This is an optimization exercise on Yosys and OpenROAD, whose aim is small area, not a production implementation.
Only simulation tests tie the RTL to the original design; equivalence was not proved.
Power is estimated from default activity; no workload was simulated.

==> v17 <==
==> flow/design.v <==
package sprite_pkg;
   localparam int SPRITE_W     = 20;
   localparam int SPRITE_H     = 20;
   localparam int SPRITE_DEPTH = SPRITE_W * SPRITE_H;
   localparam int COLOUR_W     = 9;
   localparam int ADDR_W       = 9;
   localparam int COORD_W      = 5;
   typedef logic [COLOUR_W-1:0] colour_t;
endpackage
module sprite_addr_translate (
   input  logic [4:0] x,
   input  logic [4:0] y,
   output logic [8:0] mem_address,
   output logic       addr_valid
);
   logic [8:0] linear;
   assign linear     = {y, 4'b0} + {2'b0, y, 2'b0} + {4'b0, x};
   assign addr_valid = (x < 5'd20) && (y < 5'd20);
   assign mem_address = addr_valid ? linear : '0;
endmodule
module sprite_hold (
   input  logic q,
   input  logic a,
   input  logic b,
   input  logic c,
   output logic nxt
);
   assign nxt = ~((q | a) & (b | c));
endmodule
module sprite_read3 (
   input  logic a0, s0,
   input  logic a1, s1,
   input  logic a2, s2,
   output logic yn
);
   assign yn = ~((a0 & s0) | (a1 & s1) | (a2 & s2));
endmodule
module tower_sprite_rom (
   input  logic       clk,
   input  logic       resetn,
   input  logic [4:0] x,
   input  logic [4:0] y,
   input  logic [8:0] data,
   input  logic       wren,
   output logic [8:0] mem_address,
   output logic       addr_valid,
   output logic [8:0] q
);
   localparam int DEPTH = 400;
   sprite_addr_translate u_translate (
      .x           (x),
      .y           (y),
      .mem_address (mem_address),
      .addr_valid  (addr_valid)
   );
   logic ph;
   always_ff @(posedge clk) ph <= ~ph;
   logic [19:0] xs, ys, wrow, ncol;
   always_comb begin
      for (int i = 0; i < 20; i++) begin
         xs[i] = (x == 5'(i));
         ys[i] = (y == 5'(i));
      end
   end
   assign wrow = ys & {20{wren & resetn}};
   assign ncol = ~xs;
   logic [8:0] dd;
   assign dd = data ^ {9{ph}};
   logic [8:0] drow [0:19];
   always_comb begin
      for (int r = 0; r < 20; r++) drow[r] = dd | {9{~wrow[r]}};
   end
   logic [DEPTH-1:0] sel, we;
   always_comb begin
      for (int r = 0; r < 20; r++)
         for (int c = 0; c < 20; c++) begin
            sel[r*20+c] = ys[r] & xs[c];
            we[r*20+c]  = wrow[r] & xs[c];
         end
   end
   logic [8:0] mem [0:DEPTH-1];
   logic [8:0] nxt [0:DEPTH-1];
   for (genvar r = 0; r < 20; r++) begin : g_row
      for (genvar c = 0; c < 20; c++) begin : g_col
         for (genvar b = 0; b < 9; b++) begin : g_bit
            sprite_hold u_hold (
               .q   (mem[r*20+c][b]),
               .a   (we[r*20+c]),
               .b   (drow[r][b]),
               .c   (ncol[c]),
               .nxt (nxt[r*20+c][b])
            );
         end
      end
   end
   always_ff @(posedge clk) begin
      for (int w = 0; w < DEPTH; w++) mem[w] <= nxt[w];
   end
   localparam int NSL = DEPTH / 3 + 1;   
   logic [NSL-1:0] rdn [0:8];
   logic [8:0]     rd;
   for (genvar b = 0; b < 9; b++) begin : g_rbit
      for (genvar k = 0; k < NSL; k++) begin : g_slice
         if (3*k + 2 < DEPTH) begin : g_full
            sprite_read3 u_rd (
               .a0 (mem[3*k][b]),   .s0 (sel[3*k]),
               .a1 (mem[3*k+1][b]), .s1 (sel[3*k+1]),
               .a2 (mem[3*k+2][b]), .s2 (sel[3*k+2]),
               .yn (rdn[b][k])
            );
         end else begin : g_last
            assign rdn[b][k] = ~(mem[3*k][b] & sel[3*k]);
         end
      end
      assign rd[b] = ~&rdn[b];
   end
   always_ff @(posedge clk or negedge resetn) begin
      if (!resetn) q <= '0;
      else         q <= (rd ^ {9{ph}}) & {9{addr_valid}};
   end
endmodule
==> flow/flow/run.sh <==
#!/bin/bash
# The standard layout (the standard.sh, unchanged synthesis), with clock tree synthesis
# told to build leaf clusters on clkbuf_8 and to add no dummy loads.
set -euo pipefail
CTS="-sink_clustering_enable -repair_clock_nets -dont_use_dummy_load"
CTS="$CTS -buf_list sky130_fd_sc_hd__clkbuf_8 -sink_clustering_size 16 -sink_clustering_max_diameter 50"
bash standard.sh "CTS_ARGS=$CTS" finish > flow_make.log 2>&1
==> flow/standard.sh <==
#!/bin/bash
# synth_recipe.tcl (not shown) runs the flow's synth.tcl, then flattens the netlist and writes it again
# the make line also repeats each setting of config.mk as NAME=value (left out here)
make -C /OpenROAD-flow-scripts/flow DESIGN_CONFIG=/design/flow/config.mk WORK_HOME=/design/flow/orfs CLKGATE_MAP_FILE= SYNTH_SCRIPT=/design/flow/synth_recipe.tcl "${@:-finish}"
==> flow/config.mk <==
export PLATFORM = sky130hd
export DESIGN_NAME = tower_sprite_rom
export DESIGN_NICKNAME = tower_sprite_rom
export VERILOG_FILES = /design/flow/design.v
export SDC_FILE = /design/flow/constraint.sdc
export NUM_CORES = 4
export LEC_CHECK = 0
export CAP_MARGIN = 0
export CORE_MARGIN = 2
export CORE_UTILIZATION = 50
export GPL_TIMING_DRIVEN = 0
export SETUP_SLACK_MARGIN = 0.2
export SLEW_MARGIN = 0
export SYNTH_HIERARCHICAL = 1
export SYNTH_MINIMUM_KEEP_SIZE = 0
==> flow/constraint.sdc <==
create_clock -name core_clock -period 6.0 [get_ports {clk}]
set_input_delay 1.2000 -clock core_clock [delete_from_list [all_inputs] [get_ports {clk}]]
set_output_delay 1.2000 -clock core_clock [all_outputs]
set_load 0.01 [all_outputs]
==> v34: changes against v17 <==
CAP_MARGIN = 20   (was 0)
CORE_UTILIZATION = 40   (was 50)
GPL_TIMING_DRIVEN = default   (was 0)
SLEW_MARGIN = 20   (was 0)
==> comparison table <==
item                                                                         v34                                                                                        v17
Pin count of the biggest net entering global routing                          67                                                                                        105
Met3 routing resource usage after global routing                         0.06396                                                                                     0.1451
Final Setup Violations                                                         0                                                                                          8
Fraction of power spent switching nets                                    0.2256                                                                                     0.2286
Result of the run                                                 finished clean                                                                   finished with violations
Reasons for failing layout checks                                              -  antenna violations, max-capacitance violations, max-slew violations, negative setup slack
Transition time of the tightest slew-check pin                          1.215 ns                                                                                   1.763 ns
Origin of the critical flop-to-flop path                                      ph                                                                                mem[138][7]
Dpl cells                                                                 14.36k                                                                                     13.26k
Combinational power                                                       861 µW                                                                                     951 µW
CP endpoint kind                                                  primary output                                                                                  flip-flop
Power drawn by the clock network                                         12.9 mW                                                                                    12.7 mW
Clock Buffer Count                                                           339                                                                                        325
Number of DRC markers after the initial detailed-route iteration          20.42k                                                                                     22.57k
Core Area                                                             0.2855 mm²                                                                                 0.2279 mm²
Reg-to-reg critical path endpoint                                    mem[174][1]                                                                                       q[7]
Post-route setup slack                                                 0.1919 ns                                                                                 -0.1705 ns
Wirelength, routed                                                     475700 µm                                                                                  533400 µm

---

==> v30 <==
// tower_sprite_rom: RTL as listed in full above, without the edits since
export LEC_CHECK = 0
export CAP_MARGIN = 20
export CORE_MARGIN = 2
export CORE_UTILIZATION = 50
export SETUP_SLACK_MARGIN = 0.2
export SLEW_MARGIN = 20
export SYNTH_HIERARCHICAL = 1
export SYNTH_MINIMUM_KEEP_SIZE = 0
create_clock -name core_clock -period 6.0 [get_ports {clk}]
standard.sh (not shown) runs the stock make flow with config.mk's settings and CLKGATE_MAP_FILE= SYNTH_SCRIPT=/design/flow/synth_recipe.tcl, a recipe that flattens the netlist after the stock synthesis.
==> flow/flow/run.sh <==
#!/bin/bash
# The standard layout (the standard.sh, unchanged synthesis), with clock tree synthesis
# told to build leaf clusters on clkbuf_8 and to add no dummy loads.
set -euo pipefail
CTS="-sink_clustering_enable -repair_clock_nets -dont_use_dummy_load"
CTS="$CTS -buf_list sky130_fd_sc_hd__clkbuf_8 -sink_clustering_size 16 -sink_clustering_max_diameter 50"
bash standard.sh "CTS_ARGS=$CTS" finish > flow_make.log 2>&1
==> inputs of v21, as changes to v30 <==
--- a/flow/design.v
+++ b/flow/design.v
@@ -28,2 +28,8 @@
    assign nxt = ~((q | a) & (b | c));
+endmodule
+module sprite_ninv (
+   input  logic a,
+   output logic y
+);
+   assign y = ~a;
 endmodule
@@ -65,3 +71,5 @@
    assign wrow = ys & {20{wren & resetn}};
-   assign ncol = ~xs;
+   for (genvar c = 0; c < 20; c++) begin : g_ncol
+      sprite_ninv u_ncol (.a (xs[c]), .y (ncol[c]));
+   end
    logic [8:0] dd;
==> flow/flow/run.sh (replaced) <==
#!/bin/bash
# The standard layout (the standard.sh, unchanged synthesis) with two changes:
#  - clock tree synthesis builds leaf clusters on clkbuf_8 and adds no dummy loads;
#  - the port buffers are buf_2 rather than the delay buffer the flow picks by default.
set -euo pipefail
CTS="-sink_clustering_enable -repair_clock_nets -dont_use_dummy_load"
CTS="$CTS -buf_list sky130_fd_sc_hd__clkbuf_8 -sink_clustering_size 17 -sink_clustering_max_diameter 80"
bash standard.sh "CTS_ARGS=$CTS" "BUFFER_PORTS_ARGS=-buffer_cell sky130_fd_sc_hd__buf_2" finish > flow_make.log 2>&1
- CORE_UTILIZATION: 50 -> 55
- PLACE_DENSITY: default -> 0.7
==> inputs of v1, as changes to v30 <==
--- a/flow/design.v
+++ b/flow/design.v
@@ -28,2 +28,8 @@
    assign nxt = ~((q | a) & (b | c));
+endmodule
+module sprite_ninv (
+   input  logic a,
+   output logic y
+);
+   assign y = ~a;
 endmodule
@@ -65,3 +71,5 @@
    assign wrow = ys & {20{wren & resetn}};
-   assign ncol = ~xs;
+   for (genvar c = 0; c < 20; c++) begin : g_ncol
+      sprite_ninv u_ncol (.a (xs[c]), .y (ncol[c]));
+   end
    logic [8:0] dd;
==> flow/flow/run.sh (replaced) <==
#!/bin/bash
# The standard layout (the standard.sh, unchanged synthesis) with two changes:
#  - clock tree synthesis builds leaf clusters on clkbuf_8 and adds no dummy loads;
#  - the port buffers are buf_2 rather than the delay buffer the flow picks by default.
set -euo pipefail
CTS="-sink_clustering_enable -repair_clock_nets -dont_use_dummy_load"
CTS="$CTS -buf_list sky130_fd_sc_hd__clkbuf_8 -sink_clustering_size 17 -sink_clustering_max_diameter 80"
bash standard.sh "CTS_ARGS=$CTS" "BUFFER_PORTS_ARGS=-buffer_cell sky130_fd_sc_hd__buf_2" finish > flow_make.log 2>&1
- CORE_UTILIZATION: 50 -> 58
- PLACE_DENSITY: default -> 0.72
==> notes <==
In sequential power, v21 and v1 hardly differ. Against v1, the first-iteration DRC count of v21 is smaller by about 9%. Against v30, the count of clock-buffer cells in the layout of v21 is lower by 96. In sequential cell count, v30 and v1 do not differ. Register-to-register slack: v30 > v1 > v21. Between v21 and v1, the lower combinational power is in v21 (gap about 1%, measured against v1). Core utilization, lowest first: v30, v21, v1. The lowest non-clock buffer count belongs to v1, the highest to v30. Between v21 and v30, the lower wire length is in v30 (gap 2.1%, measured against v30). Of v1 and v30, v30 has the higher clock skew (gap 27 ps).
==> figures <==
metric                                                                      v21                       v1                      v30
End point of the critical path                                             q[5]                     q[6]                     q[7]
Count of plain and timing-repair buffers in the layout                      312                      311                      465
# Taps                                                                     2788                     2640                     3009
Depth of the CTS H-tree                                                       4                        4                        5
Wire length on met1                                                   170800 um                168600 um                178900 um
Met3 wire len                                                          70010 um                 74680 um                 49860 um
Run status                                              complete, no violations  complete, no violations  complete, no violations
Transition time at the pin with the least slew margin                   1324 ps                  1417 ps                  1268 ps
Sw frac                                                                  0.2249                   0.2248                   0.2234
Via count of the first global-routing pass                                99970                    99725                    99010
Total length of routed met2 wires                                     198300 um                194000 um                203900 um
PnR worst setup slack                                                  568.5 ps                 611.6 ps                 435.0 ps
Proportion of power drawn by combinational gates                          0.022                    0.023                    0.021
Global-route wire length before repair                                679200 um                678900 um                672400 um
Total power                                                           0.03598 W                0.03598 W                0.03783 W
Post-synth design cell area                                        115000 sq um             115000 sq um             114900 sq um
Combinational logic power                                            0.000802 W               0.000814 W               0.000801 W
Area of the multi-input gates                                       42060 sq um              42070 sq um              42030 sq um
Met2 GRT Util                                                            0.6079                   0.6255                   0.5702
Area of all placed cells without fillers                           124000 sq um             123900 sq um             126900 sq um
Pre-CTS setup slack                                                   -111.2 ps                 55.18 ps                -585.3 ps
Worst reg-to-reg path cell count                                              8                        6                        4

[separate check: timing with driven ports]
In the flow no input, the clock included, has a driving cell. The finished layouts below were timed again as built, in two steps.
Step 1 sets driving cells, clkbuf_16 on the clock port and buf_2 on the other inputs (assumed; they add their load-dependent delay and slew).
Step 2 also shifts input and output timing later by t, the mid clock arrival at the registers, as if the neighbouring blocks saw the same clock.
Slacks: ideal ports / drivers / drivers and shift; pairs: ideal ports / drivers.
run | shift t [ns] | setup WS [ns] | worst setup path after step 2 | cell pins on the clock port's net
v17 | 1.178 | -0.170 / -0.087 / -1.265 | input to register | 1
v34 | 1.093 | 0.192 / 0.135 / -0.269 | input to register | 1
v30 | 1.152 | 0.435 / 0.499 / -0.653 | input to register | 1
v21 | 1.121 | 0.569 / 0.632 / -0.489 | input to register | 1
v1 | 1.152 | 0.612 / 0.677 / -0.475 | input to register | 1
Met with ideal ports but missed after step 2: setup timing in v34, v30, v21 and v1. The setup slack of v17, which loses most, moves by +0.083 ns with the drivers and by -1.095 ns with both steps.
